Source: an optimization exercise on an open RTL-to-GDS flow (aim: small area, a short achievable clock period and few clock cycles). Production flows keep margins and buffers that such runs may drop.
Only simulation tests tie the RTL to the original design; equivalence was not proved.

**flow/run.sh**
```bash
#!/bin/bash
# synth_recipe.tcl (not shown) runs the flow's synth.tcl, then flattens the netlist and writes it again
# the make line also repeats each setting of config.mk as NAME=value (left out here)
make -C /OpenROAD-flow-scripts/flow DESIGN_CONFIG=/design/flow/config.mk WORK_HOME=/design/flow/orfs CLKGATE_MAP_FILE= SYNTH_SCRIPT=/design/flow/synth_recipe.tcl finish
```
**flow/config.mk**
```make
export PLATFORM = sky130hd
export DESIGN_NAME = aesTop
export DESIGN_NICKNAME = aesTop
export VERILOG_FILES = /design/flow/design.v
export SDC_FILE = /design/flow/constraint.sdc
export NUM_CORES = 4
export LEC_CHECK = 0
export CAP_MARGIN = 20
export CORE_MARGIN = 2
export CORE_UTILIZATION = 40
export SLEW_MARGIN = 20
```
**flow/constraint.sdc**
```tcl
create_clock -name core_clock -period 25.0 [get_ports {clock}]
set_input_delay 5.0000 -clock core_clock [delete_from_list [all_inputs] [get_ports {clock}]]
set_output_delay 5.0000 -clock core_clock [all_outputs]
set_load 0.01 [all_outputs]
```
**flow/design.v**
```verilog
package aesTypesPkg;
	typedef logic [128-1:0] aesBlock;
	typedef logic [4*8-1:0] aesWord;
	typedef logic [8-1:0] aesByte;
	function automatic aesByte xtime(input aesByte b);
		xtime = {b[6:0], 1'b0} ^ (b[7] ? 8'h1B : 8'h00);
	endfunction
	function automatic aesBlock shiftRows(input aesBlock b);
		aesBlock s;
		s = '0;
		for (int c = 0; c < 4; c++) begin
			for (int r = 0; r < 4; r++)
				s[127 - 8*(r + 4*c) -: 8] = b[127 - 8*(r + 4*((c + r) % 4)) -: 8];  
		end
		shiftRows = s;
	endfunction
	function automatic aesBlock mixDelta(input aesBlock b);
		aesBlock m;
		aesByte a0, a1, a2, a3, t;
		m = '0;
		for (int c = 0; c < 4; c++) begin
			a0 = b[127 - 32*c -: 8];
			a1 = b[119 - 32*c -: 8];
			a2 = b[111 - 32*c -: 8];
			a3 = b[103 - 32*c -: 8];
			t = a0 ^ a1 ^ a2 ^ a3;
			m[127 - 32*c -: 32] = {
				t ^ xtime(a0 ^ a1),
				t ^ xtime(a1 ^ a2),
				t ^ xtime(a2 ^ a3),
				t ^ xtime(a3 ^ a0)};
		end
		mixDelta = m;
	endfunction
	function automatic aesByte rcon(input logic [3:0] r);
		case (r)
			4'd1: rcon = 8'h01;
			4'd2: rcon = 8'h02;
			4'd3: rcon = 8'h04;
			4'd4: rcon = 8'h08;
			4'd5: rcon = 8'h10;
			4'd6: rcon = 8'h20;
			4'd7: rcon = 8'h40;
			4'd8: rcon = 8'h80;
			4'd9: rcon = 8'h1b;
			4'd10: rcon = 8'h36;
			default: rcon = 8'h00;
		endcase
	endfunction
endpackage
package aesCtrlPkg;
	typedef logic [3:0] roundCount;
endpackage
module aesSbox (
	input aesTypesPkg::aesByte inByte,
	output aesTypesPkg::aesByte outByte
);
	logic U0, U1, U2, U3, U4, U5, U6, U7;
	logic T1, T2, T3, T4, T5, T6, T7, T8, T9, T10, T11, T12, T13, T14;
	logic T15, T16, T17, T18, T19, T20, T21, T22, T23, T24, T25, T26, T27;
	logic M1, M2, M3, M4, M5, M6, M7, M8, M9, M10, M11, M12, M13, M14, M15, M16;
	logic M17, M18, M19, M20, M21, M22, M23, M24, M25, M26, M27, M28, M29, M30, M31, M32;
	logic M33, M34, M35, M36, M37, M38, M39, M40, M41, M42, M43, M44, M45, M46, M47, M48;
	logic M49, M50, M51, M52, M53, M54, M55, M56, M57, M58, M59, M60, M61, M62, M63;
	logic L0, L1, L2, L3, L4, L5, L6, L7, L8, L9, L10, L11, L12, L13, L14;
	logic L15, L16, L17, L18, L19, L20, L21, L22, L23, L24, L25, L26, L27, L28, L29;
	assign {U0, U1, U2, U3, U4, U5, U6, U7} = inByte;
	assign T1 = U0 ^ U3;
	assign T2 = U0 ^ U5;
	assign T3 = U0 ^ U6;
	assign T4 = U3 ^ U5;
	assign T5 = U4 ^ U6;
	assign T6 = T1 ^ T5;
	assign T7 = U1 ^ U2;
	assign T8 = U7 ^ T6;
	assign T9 = U7 ^ T7;
	assign T10 = T6 ^ T7;
	assign T11 = U1 ^ U5;
	assign T12 = U2 ^ U5;
	assign T13 = T3 ^ T4;
	assign T14 = T6 ^ T11;
	assign T15 = T5 ^ T11;
	assign T16 = T5 ^ T12;
	assign T17 = T9 ^ T16;
	assign T18 = U3 ^ U7;
	assign T19 = T7 ^ T18;
	assign T20 = T1 ^ T19;
	assign T21 = U6 ^ U7;
	assign T22 = T7 ^ T21;
	assign T23 = T2 ^ T22;
	assign T24 = T2 ^ T10;
	assign T25 = T20 ^ T17;
	assign T26 = T3 ^ T16;
	assign T27 = T1 ^ T12;
	assign M1 = T13 & T6;
	assign M2 = T23 & T8;
	assign M3 = T14 ^ M1;
	assign M4 = T19 & U7;
	assign M5 = M4 ^ M1;
	assign M6 = T3 & T16;
	assign M7 = T22 & T9;
	assign M8 = T26 ^ M6;
	assign M9 = T20 & T17;
	assign M10 = M9 ^ M6;
	assign M11 = T1 & T15;
	assign M12 = T4 & T27;
	assign M13 = M12 ^ M11;
	assign M14 = T2 & T10;
	assign M15 = M14 ^ M11;
	assign M16 = M3 ^ M2;
	assign M17 = M5 ^ T24;
	assign M18 = M8 ^ M7;
	assign M19 = M10 ^ M15;
	assign M20 = M16 ^ M13;
	assign M21 = M17 ^ M15;
	assign M22 = M18 ^ M13;
	assign M23 = M19 ^ T25;
	assign M24 = M22 ^ M23;
	assign M25 = M22 & M20;
	assign M26 = M21 ^ M25;
	assign M27 = M20 ^ M21;
	assign M28 = M23 ^ M25;
	assign M29 = M28 & M27;
	assign M30 = M26 & M24;
	assign M31 = M20 & M23;
	assign M32 = M27 & M31;
	assign M33 = M27 ^ M25;
	assign M34 = M21 & M22;
	assign M35 = M24 & M34;
	assign M36 = M24 ^ M25;
	assign M37 = M21 ^ M29;
	assign M38 = M32 ^ M33;
	assign M39 = M23 ^ M30;
	assign M40 = M35 ^ M36;
	assign M41 = M38 ^ M40;
	assign M42 = M37 ^ M39;
	assign M43 = M37 ^ M38;
	assign M44 = M39 ^ M40;
	assign M45 = M42 ^ M41;
	assign M46 = M44 & T6;
	assign M47 = M40 & T8;
	assign M48 = M39 & U7;
	assign M49 = M43 & T16;
	assign M50 = M38 & T9;
	assign M51 = M37 & T17;
	assign M52 = M42 & T15;
	assign M53 = M45 & T27;
	assign M54 = M41 & T10;
	assign M55 = M44 & T13;
	assign M56 = M40 & T23;
	assign M57 = M39 & T19;
	assign M58 = M43 & T3;
	assign M59 = M38 & T22;
	assign M60 = M37 & T20;
	assign M61 = M42 & T1;
	assign M62 = M45 & T4;
	assign M63 = M41 & T2;
	assign L0 = M61 ^ M62;
	assign L1 = M50 ^ M56;
	assign L2 = M46 ^ M48;
	assign L3 = M47 ^ M55;
	assign L4 = M54 ^ M58;
	assign L5 = M49 ^ M61;
	assign L6 = M62 ^ L5;
	assign L7 = M46 ^ L3;
	assign L8 = M51 ^ M59;
	assign L9 = M52 ^ M53;
	assign L10 = M53 ^ L4;
	assign L11 = M60 ^ L2;
	assign L12 = M48 ^ M51;
	assign L13 = M50 ^ L0;
	assign L14 = M52 ^ M61;
	assign L15 = M55 ^ L1;
	assign L16 = M56 ^ L0;
	assign L17 = M57 ^ L1;
	assign L18 = M58 ^ L8;
	assign L19 = M63 ^ L4;
	assign L20 = L0 ^ L1;
	assign L21 = L1 ^ L7;
	assign L22 = L3 ^ L12;
	assign L23 = L18 ^ L2;
	assign L24 = L15 ^ L9;
	assign L25 = L6 ^ L10;
	assign L26 = L7 ^ L9;
	assign L27 = L8 ^ L10;
	assign L28 = L11 ^ L14;
	assign L29 = L11 ^ L17;
	assign outByte = {
		L6 ^ L24,
		~(L16 ^ L26),
		~(L19 ^ L28),
		L6 ^ L21,
		L20 ^ L22,
		L25 ^ L29,
		~(L13 ^ L27),
		~(L6 ^ L23)};
endmodule
module aesKeySchedule (
	input logic clock,
	input logic load,
	input logic step,
	input aesTypesPkg::aesByte rcon,
	input aesTypesPkg::aesBlock key,
	output aesTypesPkg::aesBlock nextKey
);
	aesTypesPkg::aesBlock keyReg;
	aesTypesPkg::aesWord w0, w1, w2, w3;
	aesTypesPkg::aesWord rotWord;
	aesTypesPkg::aesWord subWord;
	aesTypesPkg::aesWord g;
	assign {w0, w1, w2, w3} = keyReg;
	assign rotWord = {w3[23:0], w3[31:24]};
	for (genvar i = 0; i < 4; i++) begin : genSubWord
		aesSbox uSbox (
			.inByte(rotWord[8*i +: 8]),
			.outByte(subWord[8*i +: 8])
		);
	end
	assign g = subWord ^ {rcon, 24'h000000};
	assign nextKey[127:96] = w0 ^ g;
	assign nextKey[95:64] = w1 ^ w0 ^ g;
	assign nextKey[63:32] = w2 ^ w1 ^ w0 ^ g;
	assign nextKey[31:0] = w3 ^ w2 ^ w1 ^ w0 ^ g;
	always_ff @(posedge clock) begin
		if (load)
			keyReg <= key;
		else if (step)
			keyReg <= nextKey;
	end
endmodule
module aesRoundDatapath (
	input logic clock,
	input logic load,
	input logic step,
	input logic lastRound,
	input aesTypesPkg::aesBlock plainText,
	input aesTypesPkg::aesBlock key,
	input aesTypesPkg::aesBlock roundKey,
	output aesTypesPkg::aesBlock cipherText
);
	aesTypesPkg::aesBlock stateReg;
	aesTypesPkg::aesBlock subBytes;
	aesTypesPkg::aesBlock shifted;
	aesTypesPkg::aesBlock mixed;
	for (genvar i = 0; i < 16; i++) begin : genSubBytes
		aesSbox uSbox (
			.inByte(stateReg[8*i +: 8]),
			.outByte(subBytes[8*i +: 8])
		);
	end
	assign shifted = aesTypesPkg::shiftRows(subBytes);
	assign mixed = shifted ^ (aesTypesPkg::mixDelta(shifted) & {128{~lastRound}});
	always_ff @(posedge clock) begin
		if (load)
			stateReg <= plainText ^ key;
		else if (step)
			stateReg <= mixed ^ roundKey;
	end
	assign cipherText = stateReg;
endmodule
module aesSequencer (
	input logic clock,
	input logic reset,
	input logic start,
	output logic load,
	output logic step,
	output logic lastRound,
	output aesTypesPkg::aesByte rcon,
	output logic done
);
	aesCtrlPkg::roundCount round;  
	logic doneReg;
	assign load = start && (round == 4'd0);
	assign step = (round != 4'd0);
	assign lastRound = (round == 4'd10);
	assign rcon = aesTypesPkg::rcon(round);
	always_ff @(posedge clock or posedge reset) begin
		if (reset) begin
			round <= '0;
			doneReg <= 1'b0;
		end else if (load) begin
			round <= 4'd1;
			doneReg <= 1'b0;
		end else if (step) begin
			round <= lastRound ? 4'd0 : round + 4'd1;
			doneReg <= lastRound;
		end
	end
	assign done = doneReg;
endmodule
module aesTop (
	input logic clock,
	input logic reset,
	input logic start,
	input aesTypesPkg::aesBlock plainText,
	input aesTypesPkg::aesBlock key,
	output aesTypesPkg::aesBlock cipherText,
	output logic done
);
	aesTypesPkg::aesBlock roundKey;
	aesTypesPkg::aesByte rcon;
	logic load, step, lastRound;
	aesSequencer uSequencer (
		.clock(clock),
		.reset(reset),
		.start(start),
		.load(load),
		.step(step),
		.lastRound(lastRound),
		.rcon(rcon),
		.done(done)
	);
	aesKeySchedule uKeys (
		.clock(clock),
		.load(load),
		.step(step),
		.rcon(rcon),
		.key(key),
		.nextKey(roundKey)
	);
	aesRoundDatapath uDatapath (
		.clock(clock),
		.load(load),
		.step(step),
		.lastRound(lastRound),
		.plainText(plainText),
		.key(key),
		.roundKey(roundKey),
		.cipherText(cipherText)
	);
endmodule
```
==> results.py, run 1 <==
metrics = {
    "status": {
        "status": "finished clean",
    },
    "layout": {
        "drive_above_1_share_pct": 6.67,
        "seqCellArea_mm2": 0.00781,
        "multi_input_area_mm2": 0.0477,
        "final_cell_mix": "1,110 x xnor2_1, 655 x nand2_1, 641 x nor2_1",
        "nNetsFinal": 7392,
        "final_common_cell": "xnor2_1",
        "areaGrowthSynthToFinish_pct": 11.0,
        "fill_cells": 14269,
    },
    "flow_run": {
        "cap_violations": 0,
    },
    "yosys": {
        "yosysWarnings": 3,
        "ys_ff_latch": 261,
        "syn_nets": 7325,
        "yosysSeqAreaShare_pct": 13.5,
        "synth_edf_count": 256,
        "synthCells": 7020,
        "synth_cell_type_count": 114,
        "synth_area_per_cell_um2": 8.26,
        "synth_ff_type": "edfxtp_1",
        "async_reset_ff_share_pct": 1.92,
        "synth_area_mm2": 0.0580,
    },
    "timing": {
        "period_share_pct": 32.5,
        "worst_pin_slew_ns": 1.19,
        "fin_crit_ns": 8.13,
        "rsz0062_at_grt": "no",
        "setup_tns_ns": 0,
        "fmax_ghz": 0.123,
        "max_slew_margin_pct": 19.8,
        "finClkSkew_ns": 0.0339,
        "setup_violations": 0,
        "hold_viol_final": 0,
        "slew_violations": 0,
    },
    "critical_path": {
        "max_stage_delay_ns": 0.90,
        "startpoint_type": "flip-flop",
        "arrival_ns": 8.40,
        "r2r-start": "uKeys.keyReg[18]",
        "reg2reg_to": "uDatapath.stateReg[29]",
        "worstPathMaxFanout": 21,
        "r2r_slack_ns": 16.87,
        "path_common_cell": "xnor2_1",
        "critical_path_class": "reg -> reg",
        "cp.required_ns": 25.27,
        "path_cells": "xnor3_1, xor2_1, xnor2_1, ha_1, xnor2_1, xnor2_1, xnor3_1, nor2_1, a221o_1, a221oi_1, xnor2_1, xnor2_1, xnor2_1, xnor2_1, xnor2_1, xnor2_1, xor2_1, xnor2_1, o21ai_0",
        "crit_path_end_kind": "flip-flop",
        "cpMaxStageDelayCell": "xnor2_1",
        "reg2regPathDepth": 19,
    },
    "clocking": {
        "clock-root-buffer": "clkbuf_16",
        "hold_buffers": 0,
        "cts_tree": "yes",
        "cts-buffers-inserted": 34,
        "cts_setup_buffers": 0,
        "htreeDepth": 2,
        "clock_latency_ns": 0.57,
        "cts_max_path_buffers": 3,
        "cts_resized": 0,
        "clk_transition_reported_paths_ns": 0.06,
        "cts.sinks": 261,
    },
    "routing": {
        "drtPass1Iterations": 19,
        "drt_iter0_markers": 7414,
        "vias": 55179,
        "drc": 0,
        "wl_per_cell_um": 26.6,
        "detail_route.wirelength_um": 240000,
        "viasPerCell": 6.12,
        "antenna_left": 0,
    },
    "grt": {
        "grt_max_degree": 104,
        "antenna_found_initial": 17,
        "grt_pass1_vias": 50214,
        "grt_use_total_pct": 31.1,
        "overflow": 0,
        "grt_pass1_wl_um": 347000,
    },
    "floorplan": {
        "dieArea_mm2": 0.148,
        "coreArea_mm2": 0.144,
        "fp.dieW_um": 385,
        "fp-row-count": 139,
        "io_pins": 388,
        "start_util_pct": 40.3,
        "die_h_um": 385,
    },
    "placement": {
        "io_buffers": 387,
        "dpl.hpwl_um": 189000,
        "place.gp.congestion": 0.967,
    },
    "min_path": {
        "hp-class": "reg -> reg",
        "min-delay-start": "uSequencer.doneReg",
        "min_to": "uSequencer.doneReg",
        "holdPathStages": 2,
    },
}
[worst max path at each step]
stage                           startpoint                     end  slack [ns]  cells past startpoint
final                     uKeys.keyReg[18]  uDatapath.stateReg[29]       16.87                     19
after global routing      uKeys.keyReg[15]  uDatapath.stateReg[21]       16.60                     18
after CTS                            start  uDatapath.stateReg[45]       16.98                      6
after detailed placement             start  uDatapath.stateReg[53]       16.40                      6
after global placement               start  uDatapath.stateReg[45]       16.45                      6
after floorplan                      start   uDatapath.stateReg[0]       14.39                      2
[layout make-up]
type / count / area share (%)
Inverter: 81 / 0.484
Sequential cell: 261 / 12.1
Antenna cell: 10 / 0.0389
Tap cell: 1903 / 3.70
Clock buffer: 43 / 1.42
Clock inverter: 16 / 0.272
Timing Repair Buffer: 534 / 7.73
Multi-Input combinational cell: 6175 / 74.2
[per-stage QoR]
step	setup WS (ns)	cell area (µm²)	hold slack (ns)	utilization (%)	instances
final	16.87	64300	0.515	44.8	9023
after global routing	16.60	64300	0.526	44.8	9016
after CTS	16.98	64300	0.508	44.8	9012
after detailed placement	16.40	63200	0.480	44.0	8953
after global placement	16.45	63200	0.500	44.0	8953
after floorplan	14.39	58000	0.515	-	7020
[cell families (layout without fill, tap and decap cells)]
group,count (synthesis),count (layout),synth area share (%)
buffers and inverters,584,674,4.39
AND/OR/NAND/NOR,1997,1997,15.6
other,0,10,0
AO/OA/AOI/OAI,1794,1794,20.0
adder cells (fa/ha/maj),72,72,1.44
XOR/XNOR,2202,2202,43.1
multiplexers,110,110,1.93
flip-flops,261,261,13.5
[flip-flops by register name, summed over array words and instances, names as in the netlist]
| signal | flops |
|---|---|
| uKeys.keyReg | 128 |
| uSequencer.doneReg | 1 |
| uSequencer.round | 4 |
| uDatapath.stateReg | 128 |
[synthesized netlist by cell type, types with 28 or more instances]
master	instances	area, µm²
clkbuf_1	255	957
nand3_1	179	896
o211ai_1	74	556
or3_1	48	300
nand4_1	28	175
o221ai_1	32	280
o22ai_1	119	744
xor2_1	625	5470
and2_1	39	244
xor3_1	47	1120
a211oi_1	89	668
nor2_1	641	2410
buf_2	185	926
xnor3_1	261	5880
a31oi_1	79	494
xnor2_1	1117	9780
ha_1	46	576
mux2i_1	95	951
edfxtp_1	256	7690
nor2b_1	38	238
a221oi_1	30	263
nand2_1	657	2470
xnor2_2	98	1590
or2_2	29	181
a22oi_1	58	435
and3_1	35	219
o31ai_1	28	210
nor4_1	48	300
a21oi_1	475	2380
o21ai_0	427	2140
inv_1	78	293
buf_1	32	120
nor3_1	158	791
[worst max-delay path, delay by kind of cell, from the launching register on]
kind                     cells  cell delay, ns
flip-flops                   1            0.79
AND/OR/NAND/NOR              1            0.26
adder cells (fa/ha/maj)      1            0.35
AO/OA/AOI/OAI                3            0.77
XOR/XNOR                    14            5.65
[layer usage]
layer / vias to the layer above / global-route usage (%) / wire length [µm]
met5: - / 0 / 117
met4: 18 / 11.3 / 9810
met3: 377 / 5.84 / 25200
met2: 3021 / 46.4 / 103000
met1: 26652 / 44.2 / 102000
li1: 25111 / - / -
Testbench counts, summed over its fixed seeds: cycles 26,400.
==> inputs of run 2 (changes only) <==
--- a/flow/design.v
+++ b/flow/design.v
@@ -198,11 +198,11 @@
 module aesKeySchedule (
 	input logic clock,
-	input logic load,
-	input logic step,
+	input logic idle,
 	input aesTypesPkg::aesByte rcon,
 	input aesTypesPkg::aesBlock key,
-	output aesTypesPkg::aesBlock nextKey
+	output aesTypesPkg::aesBlock roundKey
 );
 	aesTypesPkg::aesBlock keyReg;
+	aesTypesPkg::aesBlock nextKey;
 	aesTypesPkg::aesWord w0, w1, w2, w3;
 	aesTypesPkg::aesWord rotWord;
@@ -222,18 +222,14 @@
 	assign nextKey[63:32] = w2 ^ w1 ^ w0 ^ g;
 	assign nextKey[31:0] = w3 ^ w2 ^ w1 ^ w0 ^ g;
-	always_ff @(posedge clock) begin
-		if (load)
-			keyReg <= key;
-		else if (step)
-			keyReg <= nextKey;
-	end
+	assign roundKey = idle ? key : nextKey;
+	always_ff @(posedge clock)
+		keyReg <= roundKey;
 endmodule
 module aesRoundDatapath (
 	input logic clock,
-	input logic load,
-	input logic step,
+	input logic idle,
+	input logic enable,
 	input logic lastRound,
 	input aesTypesPkg::aesBlock plainText,
-	input aesTypesPkg::aesBlock key,
 	input aesTypesPkg::aesBlock roundKey,
 	output aesTypesPkg::aesBlock cipherText
@@ -252,8 +248,6 @@
 	assign mixed = shifted ^ (aesTypesPkg::mixDelta(shifted) & {128{~lastRound}});
 	always_ff @(posedge clock) begin
-		if (load)
-			stateReg <= plainText ^ key;
-		else if (step)
-			stateReg <= mixed ^ roundKey;
+		if (enable)
+			stateReg <= (idle ? plainText : mixed) ^ roundKey;
 	end
 	assign cipherText = stateReg;
@@ -263,6 +257,6 @@
 	input logic reset,
 	input logic start,
-	output logic load,
-	output logic step,
+	output logic idle,
+	output logic enable,
 	output logic lastRound,
 	output aesTypesPkg::aesByte rcon,
@@ -270,18 +264,24 @@
 );
 	aesCtrlPkg::roundCount round;  
+	logic idleReg;
 	logic doneReg;
-	assign load = start && (round == 4'd0);
-	assign step = (round != 4'd0);
+	assign idle = idleReg;
+	assign enable = start || !idleReg;
 	assign lastRound = (round == 4'd10);
 	assign rcon = aesTypesPkg::rcon(round);
 	always_ff @(posedge clock or posedge reset) begin
 		if (reset) begin
-			round <= '0;
+			round <= 4'd0;
+			idleReg <= 1'b1;
 			doneReg <= 1'b0;
-		end else if (load) begin
-			round <= 4'd1;
-			doneReg <= 1'b0;
-		end else if (step) begin
+		end else if (idleReg) begin
+			if (start) begin
+				round <= 4'd1;
+				idleReg <= 1'b0;
+				doneReg <= 1'b0;
+			end
+		end else begin
 			round <= lastRound ? 4'd0 : round + 4'd1;
+			idleReg <= lastRound;
 			doneReg <= lastRound;
 		end
@@ -300,11 +300,11 @@
 	aesTypesPkg::aesBlock roundKey;
 	aesTypesPkg::aesByte rcon;
-	logic load, step, lastRound;
+	logic idle, enable, lastRound;
 	aesSequencer uSequencer (
 		.clock(clock),
 		.reset(reset),
 		.start(start),
-		.load(load),
-		.step(step),
+		.idle(idle),
+		.enable(enable),
 		.lastRound(lastRound),
 		.rcon(rcon),
@@ -313,17 +313,15 @@
 	aesKeySchedule uKeys (
 		.clock(clock),
-		.load(load),
-		.step(step),
+		.idle(idle),
 		.rcon(rcon),
 		.key(key),
-		.nextKey(roundKey)
+		.roundKey(roundKey)
 	);
 	aesRoundDatapath uDatapath (
 		.clock(clock),
-		.load(load),
-		.step(step),
+		.idle(idle),
+		.enable(enable),
 		.lastRound(lastRound),
 		.plainText(plainText),
-		.key(key),
 		.roundKey(roundKey),
 		.cipherText(cipherText)
==> flow/flow/run.sh (new file) <==
#!/bin/bash
# Own layout flow: the standard layout (standard.sh) with two changes.
#  1. Synthesis maps the logic with flow/abc_map.script (see flow/synth.tcl).
#  2. ORFS's repair_timing steps aim for a setup margin of SETUP_MARGIN ns, so
#     that the layout reaches a shorter period than the 25 ns it is built for.
# make's output goes to layout.log; each ORFS step keeps its own log under
# orfs/logs/.
set -euo pipefail
W=$(pwd)
SETUP_MARGIN=${SETUP_MARGIN:-18}
bash standard.sh SYNTH_SCRIPT="$W/flow/synth.tcl" SETUP_SLACK_MARGIN=$SETUP_MARGIN finish > "$W/layout.log" 2>&1
==> flow/flow/abc_map.script (new file) <==
strash
&get -n
&st
&dch
&nf
&put
topo
stime -c
buffer -c
upsize -c
dnsize -c
==> flow/flow/synth.tcl (new file) <==
set my_abc_script [file join [file dirname [info script]] abc_map.script]
proc synth {args} { yosys synth -nofsm -noshare {*}$args }
proc abc {args} {
  global my_abc_script
  set i [lsearch -exact $args -script]
  if {$i >= 0} { set args [lreplace $args [expr {$i + 1}] [expr {$i + 1}] $my_abc_script] }
  yosys abc {*}$args
}
source $::env(SCRIPTS_DIR)/synth.tcl
# left out here: clear keep_hierarchy, flatten, clean up, hide names made inside functions, write 1_2_yosys.v
==> flow/standard.sh (new file) <==
#!/bin/bash
# synth_recipe.tcl (not shown) runs the flow's synth.tcl, then flattens the netlist and writes it again
# the make line also repeats each setting of config.mk as NAME=value (left out here)
make -C /OpenROAD-flow-scripts/flow DESIGN_CONFIG=/design/flow/config.mk WORK_HOME=/design/flow/orfs CLKGATE_MAP_FILE= SYNTH_SCRIPT=/design/flow/synth_recipe.tcl "${@:-finish}"
--- a/flow/config.mk
+++ b/flow/config.mk
@@ -8,4 +8,4 @@
 export CAP_MARGIN = 20
 export CORE_MARGIN = 2
-export CORE_UTILIZATION = 40
+export CORE_UTILIZATION = 30
 export SLEW_MARGIN = 20
removed: flow/run.sh
==> run 2 against run 1 <==
Net effect:
- synthesized cell count is 41% lower
- worst hold slack better by 0.013 ns
- non-clock buffer count is 133 lower
- register-to-register slack better by 1.4 ns
- critical path type is now reg -> out
==> results.py, run 2 <==
metrics = {
    "clocking": {
        "cts_max_path_buffers": 3,
        "htreeDepth": 2,
        "cts.sinks": 262,
        "clk_transition_reported_paths_ns": 0.07,
        "hold_buffers": 0,
        "cts-buffers-inserted": 36,
        "clock_latency_ns": 0.56,
        "clock-root-buffer": "clkbuf_16",
        "cts_tree": "yes",
    },
    "floorplan": {
        "io_pins": 388,
        "die_h_um": 363,
        "fp-row-count": 131,
        "dieArea_mm2": 0.132,
        "start_util_pct": 30.3,
        "fp.dieW_um": 363,
        "coreArea_mm2": 0.128,
    },
    "timing": {
        "setup_violations": 0,
        "finClkSkew_ns": 0.0299,
        "fmax_ghz": 0.143,
        "hold_viol_final": 0,
        "worst_pin_slew_ns": 1.15,
        "slew_violations": 0,
        "fin_crit_ns": 6.99,
        "period_share_pct": 27.9,
        "rsz0062_at_grt": "yes",
        "max_slew_margin_pct": 22.3,
        "setup_tns_ns": 0,
    },
    "layout": {
        "final_cell_mix": "1,074 x xnor2_1, 638 x xor2_1, 442 x nand2_1",
        "nNetsFinal": 4781,
        "final_common_cell": "xnor2_1",
        "fin_util_pct": 36.2,
        "drive_above_1_share_pct": 8.02,
        "reg_top3": "uDatapath.stateReg: 128 flops, uKeys.keyReg: 128 flops, uSequencer.round: 4 flops",
        "fin_area_mm2": 0.0462,
        "fill_cells": 12855,
        "fin_cells": 6169,
        "areaGrowthSynthToFinish_pct": 19.4,
    },
    "grt": {
        "grt_pass1_wl_um": 203000,
        "grt_use_total_pct": 20.9,
        "overflow": 0,
        "antenna_found_initial": 6,
        "grt_pass1_vias": 29428,
        "grt_max_degree": 175,
    },
    "yosys": {
        "synth_area_mm2": 0.0387,
        "synth_area_per_cell_um2": 9.36,
        "synth_top_cells_by_area": "xnor2_1 25%, xor2_1 15%, xnor3_1 12%, edfxtp_1 9.9%, dfxtp_1 6.6%",
        "synth_edf_count": 128,
        "synth_top_cell_area_share_pct": 25.2,
        "synthTopCellsByCount": "1,111 x xnor2_1, 658 x xor2_1, 443 x nand2_1",
        "synthCells": 4131,
        "yosysWarnings": 3,
        "yosysSeqAreaShare_pct": 17.0,
        "synth_cell_type_count": 85,
        "syn_nets": 4436,
        "synth_ff_type": "edfxtp_1",
        "yosysMostFrequentCell": "xnor2_1",
        "synth_top_area_cell": "xnor2_1",
        "async_reset_ff_share_pct": 2.29,
        "ys_ff_latch": 262,
    },
    "critical_path": {
        "critPathTopFamily": "buffers and inverters",
        "arrival_ns": 1.99,
        "r2r_slack_ns": 18.27,
        "crit_buf_inv": 1,
        "max_stage_delay_ns": 0.72,
        "cp.required_ns": 20.00,
        "path_cells": "clkdlybuf4s50_1",
        "worstPathMaxFanout": 5,
        "startpoint_type": "flip-flop",
        "crit_path_end_kind": "primary output",
        "critical_path_class": "reg -> out",
        "cpMaxStageDelayCell": "clkdlybuf4s50_1",
    },
    "placement": {
        "place_inst": 6100,
        "io_buffers": 387,
        "place.gp.congestion": 0.968,
        "dpl-instance-area_mm2": 0.0444,
        "dpl.hpwl_um": 122000,
    },
    "routing": {
        "antenna_left": 0,
        "detail_route.wirelength_um": 143000,
        "viasPerCell": 4.93,
        "drc": 0,
        "vias": 30434,
        "drtPass1Iterations": 5,
        "wl_per_cell_um": 23.2,
        "drt_iter0_markers": 2840,
    },
    "flow_run": {
        "cap_violations": 0,
    },
    "status": {
        "status": "finished clean",
    },
    "min_path": {
        "hp-class": "reg -> reg",
    },
}
-- run 2: cell count changes after synthesis, moves of 141 or more --
| cell | before | now |
|---|---|---|
| nand2_1 | 657 | 443 |
| nand3_1 | 179 | 19 |
| buf_2 | 185 | 6 |
| a21oi_1 | 475 | 118 |
| clkbuf_1 | 255 | 79 |
| nor2_1 | 641 | 268 |
| nor3_1 | 158 | 17 |
| o21ai_0 | 427 | 169 |
-- run 2: layout make-up --
type	instances	area, µm²	area share (%)
Clock buffer	47	1030	2.22
Sequential cell	262	6560	14.2
Inverter	34	131	0.284
Clock inverter	19	218	0.471
Tap cell	1662	2080	4.50
Multi-Input combinational cell	3741	32200	69.6
Timing Repair Buffer	401	4000	8.66
Antenna cell	3	7.51	0.0163
-- run 2: kinds of logic after synthesis --
family / share of synthesized area, %
adders and majority gates: 1.49
muxes: 1.89
and+or+nand+nor: 10.6
xor gates and xnor gates: 58.5
buffers and inverters: 1.26
DFF: 17.0
AOI/OAI and AO/OA: 9.28
-- run 2: final timing paths --
kind,start,to,cells past startpoint
max,uDatapath.stateReg[119],cipherText[119],1
min,uSequencer.doneReg,uSequencer.doneReg,2
max reg2reg,uDatapath.stateReg[97],uDatapath.stateReg[76],19
min reg2reg,uSequencer.doneReg,uSequencer.doneReg,2
max in group asynchronous,reset,uSequencer.idleReg,2
min in group asynchronous,reset,uSequencer.doneReg,2
-- run 2: timing repair --
| action | 4_1_cts | 5_1_grt |
|---|---|---|
| setup endpoints to repair | 74 | 79 |
| resized for setup | 17 | 72 |
| setup buffers | 0 | 0 |
| gates cloned | 0 | 0 |
-- run 2: metrics by stage --
stage / hold slack (ns) / setup slack (ns)
after floorplan: 0.513 / 17.56
after global placement: 0.519 / 17.19
after detailed placement: 0.525 / 17.15
after CTS: 0.544 / 18.02
after global routing: 0.578 / 17.97
final: 0.528 / 18.01
-- run 2: layer usage --
metal  GRT usage, %  vias up  wire (µm)
met5              0        -         26
met4           5.09        4       3640
met3           2.51      123       9790
met2           33.1     1061      63800
met1           30.1    14825      66200
li1               -    14421          -
Testbench counts of run 2, summed over its fixed seeds: cycles 26,400.
==> inputs of run 3 (changes only) <==
==> flow/flow/run.sh (replaced) <==
#!/bin/bash
# Own layout flow: the standard layout (standard.sh) with these changes.
#  1. Synthesis maps the logic with flow/abc_map.script (see flow/synth.tcl).
#  2. ORFS's repair_timing steps aim for a setup margin of SETUP_MARGIN ns, so
#     that the layout reaches a shorter period than the 25 ns it is built for.
#  3. Ports are buffered with PORT_BUF instead of ORFS's default delay cell.
# make's output goes to layout.log; each ORFS step keeps its own log under
# orfs/logs/.
set -euo pipefail
W=$(pwd)
SETUP_MARGIN=${SETUP_MARGIN:-18.7}
PORT_BUF=${PORT_BUF:-sky130_fd_sc_hd__buf_2}
bash standard.sh SYNTH_SCRIPT="$W/flow/synth.tcl" SETUP_SLACK_MARGIN=$SETUP_MARGIN \
  BUFFER_PORTS_ARGS="-buffer_cell $PORT_BUF" finish > "$W/layout.log" 2>&1
--- a/flow/config.mk
+++ b/flow/config.mk
@@ -8,4 +8,4 @@
 export CAP_MARGIN = 20
 export CORE_MARGIN = 2
-export CORE_UTILIZATION = 30
+export CORE_UTILIZATION = 40
 export SLEW_MARGIN = 20
==> run 3 against run 2 <==
Net effect:
- critical endpoint is now cipherText[115]
- die area fell by 25%
- wire length fell by 3.1%
==> results.py, run 3 <==
metrics = {
    "status": {
        "status": "finished clean",
    },
    "timing": {
        "finClkSkew_ns": 0.0303,
        "setup_violations": 0,
        "hold_viol_final": 0,
        "period_share_pct": 25.5,
        "max_slew_margin_pct": 24.3,
        "whs_ns": 0.494,
        "slew_violations": 0,
        "worst_pin_slew_ns": 1.12,
        "rsz0062_at_grt": "yes",
        "setup_tns_ns": 0,
        "fin_crit_ns": 6.37,
        "fmax_ghz": 0.157,
    },
    "layout": {
        "nNetsFinal": 5051,
        "final_cell_mix": "944 x xnor2_1, 581 x xor2_1, 441 x nand2_1",
        "final_common_cell": "xnor2_1",
        "drive_above_1_share_pct": 27.3,
        "reg_top3": "uDatapath.stateReg: 128 flops, uKeys.keyReg: 128 flops, uSequencer.round: 4 flops",
        "areaGrowthSynthToFinish_pct": 25.7,
        "fin_area_mm2": 0.0486,
    },
    "grt": {
        "antenna_found_initial": 14,
        "grt_pass1_vias": 30464,
        "grt_max_degree": 177,
        "overflow": 0,
        "grt_use_total_pct": 26.6,
        "grt_pass1_wl_um": 196000,
    },
    "clocking": {
        "cts_tree": "yes",
        "cts.sinks": 262,
        "clock_latency_ns": 0.60,
        "htreeDepth": 1,
        "cts-buffers-inserted": 30,
        "cts_max_path_buffers": 3,
        "clk_transition_reported_paths_ns": 0.06,
        "clock-root-buffer": "clkbuf_16",
    },
    "yosys": {
        "synth_top_area_cell": "xnor2_1",
        "synth_area_mm2": 0.0387,
        "synth_edf_count": 128,
        "synth_top_cell_area_share_pct": 25.2,
        "synth_ff_type": "edfxtp_1",
        "synth_area_per_cell_um2": 9.36,
        "ys_ff_latch": 262,
        "yosysWarnings": 3,
        "yosysSeqAreaShare_pct": 17.0,
        "synth_top_cells_by_area": "xnor2_1 25%, xor2_1 15%, xnor3_1 12%, edfxtp_1 9.9%, dfxtp_1 6.6%",
        "synthCells": 4131,
        "synthTopCellsByCount": "1,111 x xnor2_1, 658 x xor2_1, 443 x nand2_1",
        "async_reset_ff_share_pct": 2.29,
        "synth_cell_type_count": 85,
        "yosysMostFrequentCell": "xnor2_1",
        "syn_nets": 4436,
    },
    "routing": {
        "antenna_left": 0,
        "drc": 0,
        "detail_route.wirelength_um": 139000,
        "wl_per_cell_um": 23.0,
        "viasPerCell": 5.30,
        "drtPass1Iterations": 6,
        "vias": 32045,
        "drt_iter0_markers": 2792,
    },
    "critical_path": {
        "cp.required_ns": 20.00,
        "arrival_ns": 1.37,
        "path_cells": "buf_6, buf_6",
        "cpMaxStageDelayCell": "edfxtp_1",
        "path_common_cell": "buf_6",
        "critPathTopFamily": "flip-flops",
        "worstPathMaxFanout": 2,
        "critical_path_class": "reg -> out",
        "startpoint_type": "flip-flop",
        "crit_path_end_kind": "primary output",
        "max_stage_delay_ns": 0.49,
        "crit_buf_inv": 2,
    },
    "placement": {
        "dpl-instance-area_mm2": 0.0420,
        "dpl.hpwl_um": 112000,
        "io_buffers": 387,
        "place.gp.congestion": 0.984,
    },
    "floorplan": {
        "fp-row-count": 114,
        "fp.dieW_um": 315,
        "coreArea_mm2": 0.0963,
        "die_h_um": 315,
        "start_util_pct": 40.2,
        "io_pins": 388,
        "dieArea_mm2": 0.0992,
    },
    "flow_run": {
        "cap_violations": 0,
    },
    "min_path": {
        "hp-class": "reg -> reg",
    },
}
[run 3: cell counts after synthesis]
Identical to the previous run, type by type.
[run 3: stage by stage]
stage / utilization, % / worst slack [ns] / std cells
after CTS: 47.2 / 18.57 / 5918
final: 50.5 / 18.63 / 6050
after global placement: 43.6 / 17.73 / 5712
after detailed placement: 43.6 / 17.68 / 5712
after global routing: 50.5 / 18.52 / 6046
after floorplan: - / 17.56 / 4131
[run 3: worst paths after layout]
path | startpoint | endpoint | slack [ns] | depth (start not counted)
worst max-delay path | uDatapath.stateReg[115] | cipherText[115] | 18.63 | 2
worst min-delay path | uSequencer.doneReg | uSequencer.doneReg | 0.49 | 2
worst max register to register | uDatapath.stateReg[16] | uDatapath.stateReg[49] | 18.77 | 20
worst min register to register | uSequencer.doneReg | uSequencer.doneReg | 0.49 | 2
max in group asynchronous | reset | uSequencer.idleReg | 20.36 | 2
min in group asynchronous | reset | uSequencer.doneReg | 4.35 | 2
[run 3: cells by family after synthesis]
group	synth area share, %
DFF	17.0
adders and majority gates	1.49
AOI/OAI and AO/OA	9.28
buffers and inverters	1.26
muxes	1.89
xor gates and xnor gates	58.5
and+or+nand+nor	10.6
[run 3: final cells by class]
cell class | instances | area, µm²
flip-flops and latches | 262 | 6560
inverters | 34 | 131
fillers | 8935 | 47700
clock buffers | 46 | 967
clock inverters | 10 | 87.6
repair buffers | 675 | 4410
well taps | 1276 | 1600
multi-input cells | 3743 | 34900
diodes | 4 | 10.0
[run 3: what timing repair did]
action | 4_1_cts | 5_1_grt
endpoints found under the hold margin | 0 | 0
gates cloned | 0 | 2
pin swaps | 9 | 73
setup endpoints to repair | 310 | 265
gates resized for setup | 215 | 327
setup buffers | 150 | 126
hold buffers | 0 | 0
[run 3: routing by layer]
layer	part of all wire [%]	track usage (%)	wire length [µm]	vias to the layer above
li1	-	-	-	14935
met1	43	37.5	60000	15664
met2	46	43.0	63600	1245
met3	7.7	3.05	10700	181
met4	3.2	7.52	4490	20
met5	0.091	0	126	-
[run 3: worst min-delay path, delay by kind of cell (launching register included)]
kind               cells  cell delay [ns]
and+or+nand+nor        1             0.05
AOI/OAI and AO/OA      1             0.06
DFF                    1             0.35
==> inputs of run 4 (changes only) <==
--- a/flow/flow/run.sh
+++ b/flow/flow/run.sh
@@ -9,5 +9,5 @@
 set -euo pipefail
 W=$(pwd)
-SETUP_MARGIN=${SETUP_MARGIN:-18.7}
+SETUP_MARGIN=${SETUP_MARGIN:-18.3}
 PORT_BUF=${PORT_BUF:-sky130_fd_sc_hd__buf_2}
 bash standard.sh SYNTH_SCRIPT="$W/flow/synth.tcl" SETUP_SLACK_MARGIN=$SETUP_MARGIN \
==> run 4 against run 3 <==
Net effect:
- still clean
- register-to-register slack got worse by 0.30 ns
- sequential share of layout area rose by 1.3 points
- global-route usage fell by 0.79 points
- clock-buffer cell count did not move
- largest cell class unchanged
- highest routed layer unchanged
==> results.py, run 4 <==
metrics = {
    "flow_run": {
        "cap_violations": 0,
    },
    "clocking": {
        "htreeDepth": 1,
        "cts_tree": "yes",
        "cts.sinks": 262,
        "cts-buffers-inserted": 30,
        "hold_buffers": 0,
        "clock_latency_ns": 0.60,
        "cts_max_path_buffers": 3,
        "clk_transition_reported_paths_ns": 0.07,
        "clock-root-buffer": "clkbuf_16",
    },
    "yosys": {
        "async_reset_ff_share_pct": 2.29,
        "synth_top_cell_area_share_pct": 25.2,
        "synth_area_mm2": 0.0387,
        "synth_ff_type": "edfxtp_1",
        "synth_cell_type_count": 85,
        "synthTopCellsByCount": "1,111 x xnor2_1, 658 x xor2_1, 443 x nand2_1",
        "synthCells": 4131,
        "synth_area_per_cell_um2": 9.36,
        "yosysWarnings": 3,
        "synth_top_cells_by_area": "xnor2_1 25%, xor2_1 15%, xnor3_1 12%, edfxtp_1 9.9%, dfxtp_1 6.6%",
        "synth_edf_count": 128,
        "synth_top_area_cell": "xnor2_1",
        "yosysMostFrequentCell": "xnor2_1",
        "yosysSeqAreaShare_pct": 17.0,
        "syn_nets": 4436,
        "ys_ff_latch": 262,
    },
    "layout": {
        "drive_above_1_share_pct": 18.1,
        "fill_cells": 9360,
        "fin_util_pct": 45.9,
        "areaGrowthSynthToFinish_pct": 14.3,
        "reg_top3": "uDatapath.stateReg: 128 flops, uKeys.keyReg: 128 flops, uSequencer.round: 4 flops",
        "final_cell_mix": "1,038 x xnor2_1, 628 x xor2_1, 442 x nand2_1",
        "final_common_cell": "xnor2_1",
        "nNetsFinal": 4793,
        "multi_input_area_mm2": 0.0327,
        "seqCellArea_mm2": 0.00656,
    },
    "grt": {
        "grt_pass1_vias": 29384,
        "overflow": 0,
        "antenna_found_initial": 13,
        "grt_max_degree": 177,
        "busiest_layer": "met2",
        "grt_util_met1_pct": 36.8,
        "grt_pass1_wl_um": 190000,
        "grt.met3_usage_pct": 2.80,
        "grt_use_met2_pct": 41.5,
        "grt_use_total_pct": 25.9,
    },
    "timing": {
        "setup_violations": 0,
        "worst_slack_ns": 18.46,
        "rsz0062_at_grt": "yes",
        "fmax_ghz": 0.153,
        "slew_violations": 0,
        "setup_tns_ns": 0,
        "finClkSkew_ns": 0.0260,
        "worst_pin_slew_ns": 1.30,
        "max_slew_margin_pct": 12.6,
        "fin_crit_ns": 6.54,
        "period_share_pct": 26.2,
        "hold_viol_final": 0,
    },
    "status": {
        "status": "finished clean",
    },
    "floorplan": {
        "start_util_pct": 40.2,
        "fp.dieW_um": 315,
        "io_pins": 388,
        "fp-row-count": 114,
        "die_h_um": 315,
        "dieArea_mm2": 0.0992,
        "coreArea_mm2": 0.0963,
    },
    "routing": {
        "drt_iter0_markers": 2664,
        "antenna_left": 0,
        "wl_per_cell_um": 23.0,
        "drc": 0,
        "drtPass1Iterations": 6,
        "detail_route.wirelength_um": 133000,
        "vias": 30524,
        "viasPerCell": 5.27,
    },
    "placement": {
        "dpl_worst_slack_ns": 17.68,
        "place.gp.congestion": 0.984,
        "dpl.hpwl_um": 112000,
        "io_buffers": 387,
    },
    "critical_path": {
        "crit_path_end_kind": "primary output",
        "r2r_slack_ns": 18.47,
        "cp.required_ns": 20.00,
        "reg2regPathDepth": 19,
        "worstPathMaxFanout": 3,
        "startpoint_type": "flip-flop",
        "critical_path_class": "reg -> out",
        "arrival_ns": 1.54,
    },
    "min_path": {
        "holdPathStages": 2,
        "hp-class": "reg -> reg",
    },
}
==> run 4: what timing repair did <==
action / in CTS / in global routing
setup buffers: 0 / 20
setup endpoints to repair: 41 / 192
pin swaps: 0 / 4
resized for setup: 26 / 131
cloned: 0 / 0
==> run 4: final timing paths <==
| path | start | endpoint |
|---|---|---|
| max | uDatapath.stateReg[46] | cipherText[46] |
| min | uSequencer.doneReg | uSequencer.doneReg |
| max reg2reg | uDatapath.stateReg[1] | uDatapath.stateReg[106] |
| min reg2reg | uSequencer.doneReg | uSequencer.doneReg |
| max in group asynchronous | reset | uSequencer.idleReg |
| min in group asynchronous | reset | uSequencer.doneReg |
==> run 4: logic make-up (layout without fill, tap and decap cells) <==
kind of cell / Yosys count / in the layout / synth area share [%]
mux: 66 / 66 / 1.89
buf+inv: 128 / 509 / 1.26
fa+ha+maj: 46 / 46 / 1.49
other cells: 0 / 1 / 0
simple gates: 940 / 940 / 10.6
compound gates: 583 / 583 / 9.28
flops: 262 / 262 / 17.0
xor+xnor: 2106 / 2106 / 58.5
==> run 4: cell type report <==
type,instances,area share (%)
repair buffers,419,4.99
clock buffers,46,2.19
multi-input cells,3741,73.9
inverters,34,0.297
diodes,1,0.00566
well taps,1276,3.61
clock inverters,10,0.198
flip-flops and latches,262,14.8
==> run 4: per-layer routing <==
metal  vias up  wire (µm)
met5         -        127
li1      14428          -
met2      1154      60100
met1     14775      59000
met4        20       3680
met3       147      10100
==> run 4: critical path, cell delays in order (launching register included) <==
cell and delay, ns:
edfxtp_1 0.55, buf_4 0.24, buf_2 0.14
==> run 4: through the flow <==
stage,hold WS (ns),cell area [µm²],std cells
floorplan,0.513,38700,4131
global placement,0.474,42000,5712
detailed placement,0.484,42000,5712
CTS,0.500,43200,5768
global route,0.544,44200,5788
finish,0.490,44200,5789
==> inputs of run 5 (changes only) <==
--- a/flow/flow/run.sh
+++ b/flow/flow/run.sh
@@ -9,6 +9,6 @@
 set -euo pipefail
 W=$(pwd)
-SETUP_MARGIN=${SETUP_MARGIN:-18.3}
-PORT_BUF=${PORT_BUF:-sky130_fd_sc_hd__buf_2}
+SETUP_MARGIN=${SETUP_MARGIN:-18.0}
+PORT_BUF=${PORT_BUF:-sky130_fd_sc_hd__buf_1}
 bash standard.sh SYNTH_SCRIPT="$W/flow/synth.tcl" SETUP_SLACK_MARGIN=$SETUP_MARGIN \
   BUFFER_PORTS_ARGS="-buffer_cell $PORT_BUF" finish > "$W/layout.log" 2>&1
==> flow/flow/abc_map.script (replaced) <==
strash
&get -n
&st
&dch
&nf -R 50
&put
topo
stime -c
buffer -c
upsize -c
dnsize -c
==> run 5 against run 4 <==
Net effect:
- global-route usage shrank 1.1 points
- register-to-register slack got worse by 0.21 ns
- via count fell by 6.8%
- cell count about the same
- worst hold slack better by 0.0035 ns
- die area is 6.3% lower
- clock skew rose by 0.017 ns
- utilization fell by 0.48 points
- flip-flop and latch count unchanged
- still clean
- maximum frequency fell by 3.1%
==> results.py, run 5 <==
metrics = {
    "layout": {
        "drive_above_1_share_pct": 8.97,
        "nNetsFinal": 4882,
        "fill_cells": 8994,
        "areaGrowthSynthToFinish_pct": 12.8,
        "final_cell_mix": "1,309 x xnor2_1, 759 x xor2_1, 587 x nand2_1",
        "reg_top3": "uDatapath.stateReg: 128 flops, uKeys.keyReg: 128 flops, uSequencer.round: 4 flops",
        "final_common_cell": "xnor2_1",
    },
    "yosys": {
        "syn_nets": 4532,
        "synth_top_area_cell": "xnor2_1",
        "synth_ff_type": "edfxtp_1",
        "synth_top_cells_by_area": "xnor2_1 34%, xor2_1 19%, edfxtp_1 11%, dfxtp_1 7.1%, nand2_1 6.1%",
        "synth_top_cell_area_share_pct": 33.5,
        "synth_cell_type_count": 61,
        "synth_area_per_cell_um2": 8.57,
        "yosysWarnings": 3,
        "yosysSeqAreaShare_pct": 18.1,
        "synthTopCellsByCount": "1,387 x xnor2_1, 776 x xor2_1, 588 x nand2_1",
        "synth_area_mm2": 0.0362,
        "synth_edf_count": 128,
        "async_reset_ff_share_pct": 2.29,
        "yosysMostFrequentCell": "xnor2_1",
        "ys_ff_latch": 262,
        "synthCells": 4227,
    },
    "placement": {
        "dpl.hpwl_um": 101000,
        "place.gp.congestion": 0.982,
        "io_buffers": 387,
    },
    "critical_path": {
        "reg2regPathDepth": 22,
        "worstPathMaxFanout": 70,
        "crit_path_end": "uSequencer.round[0]",
        "crit_buf_inv": 4,
        "critical_path_class": "in -> reg",
        "max_stage_delay_ns": 0.85,
        "critPathTopFamily": "buffers and inverters",
        "arrival_ns": 7.29,
        "startpoint_type": "input pin",
        "r2r-start": "uDatapath.stateReg[85]",
        "worst-path-stages": 7,
        "cp.required_ns": 25.54,
        "reg2reg_to": "uDatapath.stateReg[107]",
        "path_cells": "buf_1, nor2b_4, clkinvlp_4, buf_4, buf_4, o21ai_0, o21ai_0",
        "r2r_slack_ns": 18.26,
        "cpMaxStageDelayCell": "buf_4",
        "crit_path_end_kind": "flip-flop",
        "startpoint": "start",
    },
    "clocking": {
        "htreeDepth": 1,
        "hold_buffers": 0,
        "clock_latency_ns": 0.62,
        "cts_tree": "yes",
        "cts-buffers-inserted": 31,
        "clock-root-buffer": "clkbuf_16",
        "cts_max_path_buffers": 3,
        "cts.sinks": 262,
        "clk_transition_reported_paths_ns": 0.06,
    },
    "timing": {
        "slew_violations": 0,
        "hold_viol_final": 0,
        "fin_crit_ns": 6.75,
        "max_slew_margin_pct": 24.4,
        "whs_ns": 0.494,
        "rsz0062_at_grt": "yes",
        "setup_violations": 0,
        "setup_tns_ns": 0,
        "period_share_pct": 27.0,
        "worst_pin_slew_ns": 1.12,
        "fmax_ghz": 0.148,
        "finClkSkew_ns": 0.0431,
    },
    "routing": {
        "drc": 0,
        "drtPass1Iterations": 5,
        "wl_per_cell_um": 20.5,
        "vias": 28462,
        "detail_route.wirelength_um": 119000,
        "antenna_left": 0,
        "viasPerCell": 4.92,
        "drt_iter0_markers": 2157,
    },
    "grt": {
        "antenna_found_initial": 8,
        "overflow": 0,
        "grt_max_degree": 105,
        "grt_pass1_wl_um": 174000,
        "grt_pass1_vias": 27476,
        "grt_use_total_pct": 24.7,
    },
    "floorplan": {
        "coreArea_mm2": 0.0899,
        "io_pins": 388,
        "dieArea_mm2": 0.0930,
        "start_util_pct": 40.3,
        "fp-row-count": 110,
        "die_h_um": 305,
        "fp.dieW_um": 305,
    },
    "min_path": {
        "holdPathStages": 2,
        "hp-class": "reg -> reg",
    },
    "flow_run": {
        "cap_violations": 0,
    },
    "status": {
        "status": "finished clean",
    },
}
-- run 5: changes by cell type after synthesis, sizes merged, moves of 22 or more --
cell    delta
a211oi    -25
nor2      +51
a21oi     -66
and2      -24
xor3      -27
nand2    +146
o211ai    -22
xnor2    +320
xor2     +130
xnor3    -220
inv       +28
-- run 5: cell families (layout without fill, tap and decap cells) --
| family | Yosys count | after routing | share of synthesized area, % |
|---|---|---|---|
| AND/OR/NAND/NOR | 1034 | 1034 | 11.7 |
| XOR/XNOR | 2309 | 2309 | 59.5 |
| AO/OA/AOI/OAI | 369 | 369 | 5.77 |
| flip-flops | 262 | 262 | 18.1 |
| buffers and inverters | 146 | 521 | 1.53 |
| adder cells (fa/ha/maj) | 46 | 46 | 1.59 |
| other | 0 | 6 | 0 |
| multiplexers | 61 | 61 | 1.87 |
-- run 5: worst min-delay path by stage --
stage                                  start  slack, ns                  to
after floorplan           uSequencer.doneReg       0.51  uSequencer.doneReg
after global placement    uSequencer.doneReg       0.48  uSequencer.doneReg
after detailed placement  uSequencer.doneReg       0.48  uSequencer.doneReg
after CTS                 uSequencer.doneReg       0.50  uSequencer.doneReg
after global routing      uSequencer.doneReg       0.52  uSequencer.doneReg
final                     uSequencer.doneReg       0.49  uSequencer.doneReg
-- run 5: what timing repair did --
| action | 4_1_cts | 5_1_grt |
|---|---|---|
| endpoints found under the setup margin | 8 | 122 |
| resized for setup | 8 | 115 |
| setup buffers | 0 | 6 |
| pin swaps | 0 | 5 |
-- run 5: routing by layer --
| layer | track usage (%) | wire, µm | up-vias |
|---|---|---|---|
| li1 | - | - | 14020 |
| met5 | 0 | 29 | - |
| met3 | 2.76 | 7870 | 131 |
| met4 | 6.59 | 3580 | 4 |
| met1 | 34.5 | 53000 | 13442 |
| met2 | 40.4 | 54300 | 865 |
-- run 5: worst reg2reg max path: stages (launching register included) --
cell	delay (ns)
edfxtp_1	0.52
xor2_1	0.26
xnor2_2	0.42
xnor2_1	0.21
ha_1	0.28
xor2_1	0.17
xnor2_1	0.13
xnor2_1	0.39
nor2_1	0.16
a31oi_1	0.40
xnor2_1	0.24
xor2_1	0.25
nor2_2	0.07
xnor2_2	0.33
xnor2_1	0.14
xnor2_1	0.52
xnor2_1	0.26
xnor2_2	0.38
xnor2_1	0.16
nand2_1	0.08
xnor2_1	0.15
o21ai_0	0.46
xor2_1	0.46
-- run 5: area by class of cell --
class / count / area [µm²] / share of cell area [%]
flip-flops and latches: 262 / 6560 / 16.1
inverters: 62 / 236 / 0.579
well taps: 1176 / 1470 / 3.60
diodes: 6 / 15.0 / 0.0368
multi-input cells: 3819 / 29900 / 73.3
clock inverters: 17 / 155 / 0.380
repair buffers: 401 / 1560 / 3.81
clock buffers: 41 / 917 / 2.25
-- run 5: metrics by stage --
stage | std cells | utilization (%) | setup slack, ns | area [µm²]
floorplan | 4227 | - | 17.56 | 36200
global placement | 5714 | 43.3 | 17.51 | 38900
detailed placement | 5714 | 43.3 | 17.55 | 38900
CTS | 5772 | 44.5 | 18.01 | 40000
global route | 5781 | 45.4 | 17.95 | 40800
finish | 5784 | 45.5 | 18.25 | 40800
==> inputs of run 6 (changes only) <==
--- a/flow/flow/run.sh
+++ b/flow/flow/run.sh
@@ -9,5 +9,5 @@
 set -euo pipefail
 W=$(pwd)
-SETUP_MARGIN=${SETUP_MARGIN:-18.0}
+SETUP_MARGIN=${SETUP_MARGIN:-18.4}
 PORT_BUF=${PORT_BUF:-sky130_fd_sc_hd__buf_1}
 bash standard.sh SYNTH_SCRIPT="$W/flow/synth.tcl" SETUP_SLACK_MARGIN=$SETUP_MARGIN \
==> run 6 against run 5 <==
Net effect:
- still clean
- die area did not move
- synthesized area did not move
- clock skew fell by 0.0027 ns
- flip-flop and latch count did not move
- register-to-register slack improved by 0.35 ns
- critical path depth fell by 5
- non-clock buffer count rose by 44
- global-route usage rose by 0.098 points
- sequential share of layout area fell by 0.75 points
- cell count rose by 0.83%
- synthesized cell count did not move
==> results.py, run 6 <==
metrics = {
    "grt": {
        "overflow": 0,
        "grt_use_total_pct": 24.8,
        "grt_max_degree": 105,
        "grt_pass1_wl_um": 174000,
        "antenna_found_initial": 8,
        "grt_pass1_vias": 27586,
    },
    "clocking": {
        "clk_transition_reported_paths_ns": 0.06,
        "cts-buffers-inserted": 31,
        "cts_max_path_buffers": 3,
        "cts_tree": "yes",
        "clock-root-buffer": "clkbuf_16",
        "hold_buffers": 0,
        "cts.sinks": 262,
        "clock_latency_ns": 0.61,
        "htreeDepth": 1,
    },
    "layout": {
        "fin_util_pct": 47.7,
        "fill_cells": 8774,
        "drive_above_1_share_pct": 13.5,
        "fin_cells": 5832,
        "final_cell_mix": "1,183 x xnor2_1, 736 x xor2_1, 587 x nand2_1",
        "final_common_cell": "xnor2_1",
        "reg_top3": "uDatapath.stateReg: 128 flops, uKeys.keyReg: 128 flops, uSequencer.round: 4 flops",
        "areaGrowthSynthToFinish_pct": 18.3,
        "nNetsFinal": 4926,
    },
    "timing": {
        "worst_pin_slew_ns": 1.23,
        "fin_crit_ns": 6.56,
        "worst_slack_ns": 18.44,
        "fmax_ghz": 0.152,
        "setup_violations": 0,
        "max_slew_margin_pct": 16.9,
        "finClkSkew_ns": 0.0405,
        "rsz0062_at_grt": "yes",
        "period_share_pct": 26.2,
        "slew_violations": 0,
        "setup_tns_ns": 0,
        "hold_viol_final": 0,
    },
    "routing": {
        "viasPerCell": 4.96,
        "wl_per_cell_um": 20.7,
        "drc": 0,
        "drtPass1Iterations": 5,
        "detail_route.wirelength_um": 121000,
        "antenna_left": 0,
        "drt_iter0_markers": 2349,
        "vias": 28941,
    },
    "floorplan": {
        "dieArea_mm2": 0.0930,
        "fp.dieW_um": 305,
        "die_h_um": 305,
        "io_pins": 388,
        "start_util_pct": 40.3,
        "coreArea_mm2": 0.0899,
        "fp-row-count": 110,
    },
    "yosys": {
        "synth_top_area_cell": "xnor2_1",
        "synth_top_cell_area_share_pct": 33.5,
        "synth_top_cells_by_area": "xnor2_1 34%, xor2_1 19%, edfxtp_1 11%, dfxtp_1 7.1%, nand2_1 6.1%",
        "synthCells": 4227,
        "synth_area_per_cell_um2": 8.57,
        "async_reset_ff_share_pct": 2.29,
        "synth_cell_type_count": 61,
        "synthTopCellsByCount": "1,387 x xnor2_1, 776 x xor2_1, 588 x nand2_1",
        "yosysSeqAreaShare_pct": 18.1,
        "synth_ff_type": "edfxtp_1",
        "synth_area_mm2": 0.0362,
        "yosysWarnings": 3,
        "synth_edf_count": 128,
        "ys_ff_latch": 262,
        "yosysMostFrequentCell": "xnor2_1",
        "syn_nets": 4532,
    },
    "critical_path": {
        "critical_path_class": "reg -> out",
        "cp.required_ns": 20.00,
        "arrival_ns": 1.56,
        "reg2regPathDepth": 24,
        "startpoint_type": "flip-flop",
        "worstPathMaxFanout": 4,
        "crit_path_end_kind": "primary output",
    },
    "min_path": {
        "hp-class": "reg -> reg",
        "holdPathStages": 2,
    },
    "placement": {
        "io_buffers": 387,
        "dpl_worst_slack_ns": 17.55,
        "place_inst": 5714,
        "place.gp.congestion": 0.982,
        "dpl.hpwl_um": 101000,
    },
    "flow_run": {
        "cap_violations": 0,
    },
    "status": {
        "status": "finished clean",
    },
}
run 6: per-stage QoR:
stage	cell area [µm²]	hold WS, ns
6_report	42800	0.492
2_1_floorplan	36200	0.513
3_3_place_gp	38900	0.476
5_1_grt	42800	0.525
4_1_cts	40500	0.497
3_5_place_dp	38900	0.483
run 6: what timing repair did:
item / 4_1_cts / 5_1_grt
resized for setup: 85 / 257
pin swaps: 2 / 26
setup buffers: 2 / 48
endpoints found under the setup margin: 158 / 155
gates cloned: 0 / 0
run 6: final timing paths:
check                                         from                      to  slack [ns]
max in group asynchronous                    reset      uSequencer.idleReg       20.42
min reg2reg                     uSequencer.doneReg      uSequencer.doneReg        0.49
min                             uSequencer.doneReg      uSequencer.doneReg        0.49
min in group asynchronous                    reset      uSequencer.doneReg        4.29
max reg2reg                 uDatapath.stateReg[97]  uDatapath.stateReg[83]       18.61
max                        uDatapath.stateReg[103]         cipherText[103]       18.44
run 6: cell type report:
type	instances	area (µm²)	share of cell area [%]
Multi-Input combinational cell	3819	31600	73.7
Sequential cell	262	6560	15.3
Timing Repair Buffer	445	1920	4.48
Tap cell	1176	1470	3.43
Clock buffer	41	917	2.14
Inverter	62	236	0.552
Clock inverter	17	155	0.362
Antenna cell	10	25.0	0.0584
run 6: layer usage:
layer	global-route usage [%]	vias up	part of all wire, %
met4	6.53	4	3.2
met5	0	-	0.025
met1	34.7	13827	45
met3	2.52	141	5.7
met2	40.7	854	46
li1	-	14115	-
run 6: cell families after synthesis:
family | count (synthesis) | synth area share, %
buf+inv | 146 | 1.53
simple gates | 1034 | 11.7
mux | 61 | 1.87
compound gates | 369 | 5.77
flops | 262 | 18.1
xor+xnor | 2309 | 59.5
fa+ha+maj | 46 | 1.59
run 6: worst max-delay path, cell delays in order, from the launching register on:
cell,delay (ns)
edfxtp_1,0.60
buf_4,0.22
buf_1,0.16

==> afterwards: timing with drivers on the ports <==
The results above use ideal ports. As a check the final layouts listed here were re-extracted and re-timed, cells and wires unchanged.
Step 1 assumes that a clkbuf_16 drives the clock port and a buf_2 every other input.
Step 2 also shifts input and output timing later by t, the mid clock arrival at the registers, as if the neighbouring blocks saw the same clock.
Slacks: ideal ports / drivers / drivers and shift; pairs: ideal ports / drivers.
run	t, ns	setup slack, ns	pins driven straight from the clock port
run 1	0.643	16.870 / 16.870 / 16.331	1
run 2	0.611	18.014 / 17.950 / 17.567	1
run 3	0.657	18.625 / 18.557 / 18.290	1
run 4	0.658	18.460 / 18.393 / 17.958	1
run 5	0.657	18.249 / 18.264 / 17.633	1
run 6	0.655	18.439 / 18.377 / 18.092	1
After both steps every run listed still meets setup and hold. For run 5, which loses most, drivers alone change the setup slack by +0.015 ns; drivers and shift together by -0.616 ns.
